From an optimization exercise on the open Yosys and OpenROAD flow, aimed at small area, a short achievable clock period and few clock cycles; shortcuts taken in it are not production practice.
The RTL was checked by simulation tests, not by an equivalence proof against the original design.
Power and IR drop assume default switching activity.

--- run.sh ---
#!/bin/bash
# synth_recipe.tcl (not shown) runs the flow's synth.tcl, then flattens the netlist and writes it again
# the make line also repeats each setting of config.mk as NAME=value (left out here)
make -C /OpenROAD-flow-scripts/flow DESIGN_CONFIG=/design/flow/config.mk WORK_HOME=/design/flow/orfs CLKGATE_MAP_FILE= SYNTH_SCRIPT=/design/flow/synth_recipe.tcl finish
--- config.mk ---
export PLATFORM = sky130hd
export DESIGN_NAME = bitmap_first_fit_frame_allocator
export DESIGN_NICKNAME = bitmap_first_fit_frame_allocator
export VERILOG_FILES = /design/flow/design.v
export SDC_FILE = /design/flow/constraint.sdc
export NUM_CORES = 4
export LEC_CHECK = 0
export CAP_MARGIN = 20
export CORE_MARGIN = 2
export CORE_UTILIZATION = 30
export SLEW_MARGIN = 20
--- constraint.sdc ---
create_clock -name core_clock -period 15.0 [get_ports {clk}]
set_input_delay 3.0000 -clock core_clock [delete_from_list [all_inputs] [get_ports {clk}]]
set_output_delay 3.0000 -clock core_clock [all_outputs]
set_load 0.01 [all_outputs]
--- design.v ---
`timescale 1ns / 1ps
`default_nettype none
package bmff_pkg;
	localparam int unsigned FIELD_W = 13;
	localparam int unsigned FRAME_SH    = 4;
	localparam int unsigned FRAME_BYTES = 1 << FRAME_SH;
	typedef enum logic {
		OP_ALLOC = 1'b0,
		OP_FREE  = 1'b1
	} op_t;
	typedef enum logic {
		ST_DONE    = 1'b0,
		ST_NO_ROOM = 1'b1
	} status_t;
endpackage
`default_nettype wire
`timescale 1ns / 1ps
`default_nettype none
module bmff_div
(
	input  wire logic               clk,
	input  wire logic               arst_n,
	input  wire logic               start,
	input  wire logic [bmff_pkg::FIELD_W-1:0] dividend,
	output logic                    done,
	output logic      [bmff_pkg::FIELD_W-1:0] quotient
);
	logic               done_q;
	logic [bmff_pkg::FIELD_W-1:0] quo_q;
	always_ff @(posedge clk or negedge arst_n) begin
		if (!arst_n) begin
			done_q <= 1'b0;
		end else begin
			done_q <= start;
		end
	end
	always_ff @(posedge clk) begin
		if (start) begin
			quo_q <= dividend >> bmff_pkg::FRAME_SH;
		end
	end
	assign done     = done_q;
	assign quotient = quo_q;
endmodule
`default_nettype wire
`timescale 1ns / 1ps
`default_nettype none
module bmff_ram #(
	parameter int unsigned WIDTH = 8,
	parameter int unsigned DEPTH = 64,
	localparam int unsigned AW = (DEPTH > 1) ? $clog2(DEPTH) : 1
) (
	input  wire logic             clk,
	input  wire logic             we,
	input  wire logic [AW-1:0]    waddr,
	input  wire logic [WIDTH-1:0] wdata,
	input  wire logic [AW-1:0]    raddr,
	output logic      [WIDTH-1:0] rdata
);
	logic [WIDTH-1:0] mem_q [DEPTH];
	always_ff @(posedge clk) begin
		if (we) begin
			mem_q[waddr] <= wdata;
		end
		rdata <= mem_q[raddr];
	end
endmodule
`default_nettype wire
`timescale 1ns / 1ps
`default_nettype none
module bitmap_first_fit_frame_allocator
(
	input  wire logic        clk,
	input  wire logic        arst_n,
	input  wire logic        s_tvalid,
	output logic             s_tready,
	input  wire logic [31:0] s_tdata,    
	input  wire logic [0:0]  s_tuser,    
	output logic             m_tvalid,
	input  wire logic        m_tready,
	output logic      [15:0] m_tdata,    
	output logic      [0:0]  m_tuser     
);
	localparam int N  = 512;
	localparam int NB = 9;
	logic          r_valid;
	logic          r_int;       
	logic          r_op;
	logic [NB-1:0] r_q;         
	logic [NB-1:0] r_first;     
	logic [5:0]    r_qhm;       
	logic          adv;
	logic          s_acc;
	logic          out_valid_q;
	logic          out_status_q;
	logic [NB-1:0] out_frame_q;
	assign adv      = !out_valid_q || m_tready;
	assign s_tready = !r_valid || adv;
	assign s_acc    = s_tvalid && s_tready;
	always_ff @(posedge clk or negedge arst_n) begin
		if (!arst_n) begin
			r_valid <= 1'b1;
			r_int   <= 1'b1;
		end else if (s_tready) begin
			r_valid <= s_tvalid;
			r_int   <= 1'b0;
		end
	end
	always_ff @(posedge clk) begin
		if (s_acc) begin
			r_op    <= s_tuser[0];
			r_q     <= s_tdata[12:4];
			r_qhm   <= s_tdata[12:7] - 6'd1;
			r_first <= s_tdata[25:17];
		end
	end
	logic op_eff;
	assign op_eff = r_op || r_int;
	logic [N-1:0] used_q;
	logic [N-1:0] free_w;
	assign free_w = ~used_q;
	localparam int NS = N / 8;
	logic [5:0] qh;          
	logic [5:0] qhm;         
	logic [2:0] ql;          
	assign qh  = r_q[8:3];
	assign qhm = r_qhm;
	assign ql  = r_q[2:0];
	logic [N-1:0] suf;       
	logic [NS-1:0] full;     
	logic [2:0]   lead [NS];   
	always_comb begin
		for (int b = 0; b < NS; b++) begin
			logic [7:0] pf;
			suf[8*b+7] = free_w[8*b+7];
			for (int c = 6; c >= 0; c--) suf[8*b+c] = suf[8*b+c+1] & free_w[8*b+c];
			full[b] = suf[8*b];
			pf[0] = free_w[8*b];
			for (int c = 1; c < 8; c++) pf[c] = pf[c-1] & free_w[8*b+c];
			lead[b][2] = pf[3];
			lead[b][1] = (pf[1] & !pf[3]) | pf[5];
			lead[b][0] = (pf[0] & !pf[1]) | (pf[2] & !pf[3]) | (pf[4] & !pf[5]) | pf[6];
		end
	end
	logic [NS:0] sp [6];
	logic [NS:0] fr [7];
	always_comb begin
		sp[0] = {1'b0, full};
		for (int k = 1; k < 6; k++) sp[k] = sp[k-1] & (sp[k-1] >> (1 << (k-1)));
		fr[0] = '1;
		for (int k = 0; k < 6; k++) fr[k+1] = qhm[k] ? (sp[k] & (fr[k] >> (1 << k))) : fr[k];
	end
	logic [2:0] lsh [7][NS];
	always_comb begin
		for (int b = 0; b < NS; b++) lsh[0][b] = lead[b];
		for (int k = 0; k < 6; k++) begin
			for (int b = 0; b < NS; b++) begin
				if (b + (1 << k) < NS) lsh[k+1][b] = qh[k] ? lsh[k][b + (1 << k)] : lsh[k][b];
				else                   lsh[k+1][b] = qh[k] ? 3'd0 : lsh[k][b];
			end
		end
	end
	logic [N:0] run8q;
	always_comb begin
		for (int b = 0; b < NS; b++) begin
			for (int c = 0; c < 8; c++) begin
				run8q[8*b+c] = (qh == 6'd0) ||
				               (suf[8*b+c] && fr[6][b+1] && (lsh[6][b] >= 3'(c)));
			end
		end
		run8q[N] = (qh == 6'd0);
	end
	logic [N-1:0] pw [3];
	logic [N-1:0] acc [4];
	always_comb begin
		pw[0] = free_w;
		pw[1] = pw[0] & (pw[0] >> 1);
		pw[2] = pw[1] & (pw[1] >> 2);
		acc[0] = free_w & run8q[N:1];
		for (int k = 0; k < 3; k++) begin
			acc[k+1] = ql[k] ? (pw[k] & (acc[k] >> (1 << k))) : acc[k];
		end
	end
	logic          found;
	logic [NB-1:0] s_idx;
	logic [N-1:0]  tf [NB+1];
	logic [NB-1:0] ti [NB+1][N];
	always_comb begin
		tf[0] = acc[3];
		for (int i = 0; i < N; i++) ti[0][i] = '0;
		for (int l = 1; l <= NB; l++) begin
			tf[l] = '0;
			for (int i = 0; i < N; i++) ti[l][i] = '0;
			for (int i = 0; i < (N >> l); i++) begin
				tf[l][i] = tf[l-1][2*i] | tf[l-1][2*i+1];
				ti[l][i] = tf[l-1][2*i] ? ti[l-1][2*i] : (ti[l-1][2*i+1] | NB'(1 << (l-1)));
			end
		end
		found = tf[NB][0];
		s_idx = ti[NB][0];
	end
	logic [NB-1:0] lo;
	logic [NB:0]   hi;
	logic [N-1:0]  ge_lo;
	logic [N-1:0]  le_hi;
	assign lo = r_int ? '0 : (r_op ? r_first : s_idx);
	logic [NB-1:0] ag, ap;
	logic [NB:0]   cy;
	always_comb begin
		ag = lo & r_q;
		ap = lo | r_q;
		for (int i = 0; i <= NB; i++) begin
			cy[i] = 1'b0;
			for (int j = 0; j < i; j++) begin
				logic t;
				t = ag[j];
				for (int m = j + 1; m < i; m++) t = t & ap[m];
				cy[i] = cy[i] | t;
			end
		end
		for (int i = 0; i < NB; i++) hi[i] = (lo[i] ^ r_q[i]) ^ cy[i];
		hi[NB] = cy[NB];
	end
	logic [N-1:0] gt [NB+1];
	logic [N-1:0] lt [NB+1];
	always_comb begin
		gt[0] = '0; gt[0][0] = 1'b1;
		lt[0] = '0; lt[0][0] = 1'b1;
		for (int l = 1; l <= NB; l++) begin
			gt[l] = '0;
			lt[l] = '0;
			for (int i = 0; i < (1 << (l-1)); i++) begin
				gt[l][i]                 = !lo[l-1] && gt[l-1][i];
				gt[l][i + (1 << (l-1))]  = !lo[l-1] || gt[l-1][i];
				lt[l][i]                 = hi[l-1] || lt[l-1][i];
				lt[l][i + (1 << (l-1))]  = hi[l-1] && lt[l-1][i];
			end
		end
		ge_lo = gt[NB];
		le_hi = lt[NB] | {N{hi[NB] | r_int}};
	end
	logic we;
	assign we = r_valid && (r_int || adv) && (op_eff || found);
	always_ff @(posedge clk) begin
		for (int i = 0; i < N; i++) begin
			if (we && ge_lo[i] && le_hi[i]) used_q[i] <= !op_eff;
		end
	end
	always_ff @(posedge clk or negedge arst_n) begin
		if (!arst_n) begin
			out_valid_q <= 1'b0;
		end else begin
			out_valid_q <= (r_valid && !r_int) || (out_valid_q && !m_tready);
		end
	end
	always_ff @(posedge clk) begin
		if (r_valid && !r_int && adv) begin
			out_status_q <= !r_op && !found;
			out_frame_q  <= (!r_op && found) ? s_idx : '0;
		end
	end
	assign m_tvalid   = out_valid_q;
	assign m_tuser[0] = out_status_q;
	assign m_tdata    = {3'b000, out_frame_q, 4'b0000};
endmodule
`default_nettype wire
==> results of run 1 <==
-- power by group through the flow --
stage / combinational (uW) / clock (uW) / sequential (uW)
4_1_cts: 7050 / 1780 / 2470
3_3_place_gp: 7050 / 0 / 2500
3_5_place_dp: 7020 / 0 / 2500
2_1_floorplan: 2600 / 0 / 1980
-- stage by stage --
step / utilization [%] / cell area (um^2) / std cells / hold WS (ns) / total power [uW]
after floorplan: - / 103000 / 14866 / 0.523 / 4580
after global placement: 36.2 / 124000 / 20262 / 0.532 / 9550
after detailed placement: 36.3 / 124000 / 20271 / 0.562 / 9520
after CTS: 36.9 / 126000 / 20393 / 0.571 / 11300
-- worst max-delay path by stage --
| stage | endpoint | start | slack, ns |
|---|---|---|---|
| CTS | used_q[278] | used_q[323] | 0.80 |
| detailed placement | used_q[278] | used_q[323] | 0.96 |
| global placement | used_q[278] | used_q[405] | 0.14 |
| floorplan | used_q[0] | r_op | 5.15 |
-- routing by layer --
metal,track usage (%),GRT overflow
met5,37.6,0
met4,68.6,30
met3,62.8,1
met2,88.0,29
met1,77.0,1
-- cell families after synthesis --
logic type / count (synthesis)
other cells: 1
buf+inv: 1709
simple gates: 6387
mux: 188
fa+ha+maj: 18
compound gates: 5989
flops: 550
xor+xnor: 18
==> run summary, run 1 <==
Area contributors post-synth edfxtp_1, nor2_1, a21oi_1; largest net degree at the start of global routing 181; Synth warnings 11; post-CTS sizing 0; cell taking the most area after synthesis edfxtp_1; Commonest cells post-synth nor2_1, nand2_1, clkbuf_1; average size of a mapped cell 6.94 um^2; H-tree Lvls 3; post-synth top area share 15.9%; post-synthesis cell count 14,860; sequential share of the synthesized area 16.0%; hold_buf cts 0; Post-synth top flop edfxtp_1; Netlist cell types 125; adder-cell share of the synthesized area 0.216%; post-synthesis compound-gate area fraction 42.5%; GR Util All Layers 74.8%; largest family of logic cells by synthesized area compound AO/OA/AOI/OAI gates; HPWL Detailed 1,050,000 um; mux share of post-synthesis cell area 2.95%; status stopped before the end; first-pass GRT wire length 1,740,000 um; Core Rows 215; gr ovfl total 61; die width 590 um; Mapped Area 103,000 um^2; I/O pin count 56; count of clock tree sinks 550; routability cong. 1.32; Initial Util 30.1%; stop err [ERROR GRT-0116] Global routing finished with congestion. Check the congestion regions in the DRC Viewer.; number of flops mapped to enable cells by yosys 547; Root Driver clkbuf_16; clock buffer count from CTS 68; Synth Area in XOR/XNOR 0.175%; Post-CTS Setup Inserts 0; Port Buf Inserts 34; Simple-Gate Fraction of Synth Area 31.4%; Die Span Y 590 um; Fail Step 5_1_grt; ys async rst share 0.545%; vias in the first global route 163,022; maximum buffer depth of the clock tree 3; most frequent cell after synthesis nor2_1; register bit total from synthesis 550; worst slack at placement 0.957 ns
Testbench counts, summed over its fixed seeds: cycles 3,224.
==> run 2, diff against run 1 <==
--- a/config.mk
+++ b/config.mk
@@ -9,3 +9,4 @@
 export CORE_MARGIN = 2
-export CORE_UTILIZATION = 30
+export CORE_UTILIZATION = 35
+export PLACE_DENSITY = 0.4
 export SLEW_MARGIN = 20
==> run 2 against run 1 <==
The run again fails in 5_1_grt. Synthesized area unchanged. Synthesized cell count unchanged.
==> run summary, run 2 <==
Root Driver clkbuf_16; Area contributors post-synth edfxtp_1, nor2_1, a21oi_1; placed cell areas 118,000 um^2 (-4.6%); Post-synth top flop edfxtp_1; Synth warnings 11 (unchanged); Post-CTS Setup Inserts 0 (unchanged); stop err [ERROR GRT-0116] Global routing finished with congestion. Check the congestion regions in the DRC Viewer.; most frequent cell after synthesis nor2_1; sequential share of the synthesized area 16.0% (unchanged); post-synthesis cell count 14,860 (unchanged); Core Rows 199 (-7.4%); die width 547 um (-7.4%); average size of a mapped cell 6.94 um^2 (unchanged); count of clock tree sinks 550 (unchanged); H-tree Lvls 3 (unchanged); routability cong. 1.41 (+7.2%); cell taking the most area after synthesis edfxtp_1; Commonest cells post-synth nor2_1, nand2_1, clkbuf_1; status stopped before the end; vias in the first global route 168,876; post-synth top area share 15.9% (unchanged); GR Util All Layers 78.7%; number of flops mapped to enable cells by yosys 547 (unchanged); I/O pin count 56 (unchanged); Fail Step 5_1_grt; largest net degree at the start of global routing 236; Initial Util 35.1% (+5.0 points); gr ovfl total 700; hold_buf cts 0 (unchanged); HPWL Detailed 904,000 um (-14%); ys async rst share 0.545% (unchanged); register bit total from synthesis 550 (unchanged); Die Span Y 547 um (-7.4%); maximum buffer depth of the clock tree 4 (+1); Port Buf Inserts 34 (unchanged); clock buffer count from CTS 76 (+12%); Netlist cell types 125 (unchanged); first-pass GRT wire length 1,650,000 um; post-CTS sizing 0 (unchanged); Mapped Area 103,000 um^2 (unchanged)
-- run 2: logic make-up after synthesis --
| kind of cell | synth area share, % |
|---|---|
| XOR/XNOR | 0.175 |
| multiplexers | 2.95 |
| adder cells (fa/ha/maj) | 0.216 |
| buffers and inverters | 6.75 |
| AO/OA/AOI/OAI | 42.5 |
| AND/OR/NAND/NOR | 31.4 |
| flip-flops | 16.0 |
| other | 0.00364 |
-- run 2: metrics by stage --
step	std cells	setup WS [ns]	hold slack (ns)
floorplan	14866	5.15	0.523
global placement	19095	0.567	0.531
detailed placement	19107	1.05	0.546
CTS	19240	0.921	0.559
-- run 2: power by group through the flow --
stage          Combinational (uW)  Clock (uW)  Sequential, uW
2_1_floorplan                2600           0            1980
3_3_place_gp                 6400           0            2460
3_5_place_dp                 6420           0            2460
4_1_cts                      6440        1860            2430
-- run 2: worst max path at each step --
stage                            from           to  slack, ns  cells after the start
after global placement    used_q[283]  used_q[220]       0.57                     46
after CTS                      r_q[5]  used_q[432]       0.92                     41
after detailed placement       r_q[5]  used_q[432]       1.05                     41
after floorplan                  r_op    used_q[0]       5.15                      4
-- run 2: per-layer routing --
layer	GRT overflow	GRT usage, %
met5	6	50.7
met4	293	70.6
met3	16	70.2
met2	372	89.2
met1	13	80.7
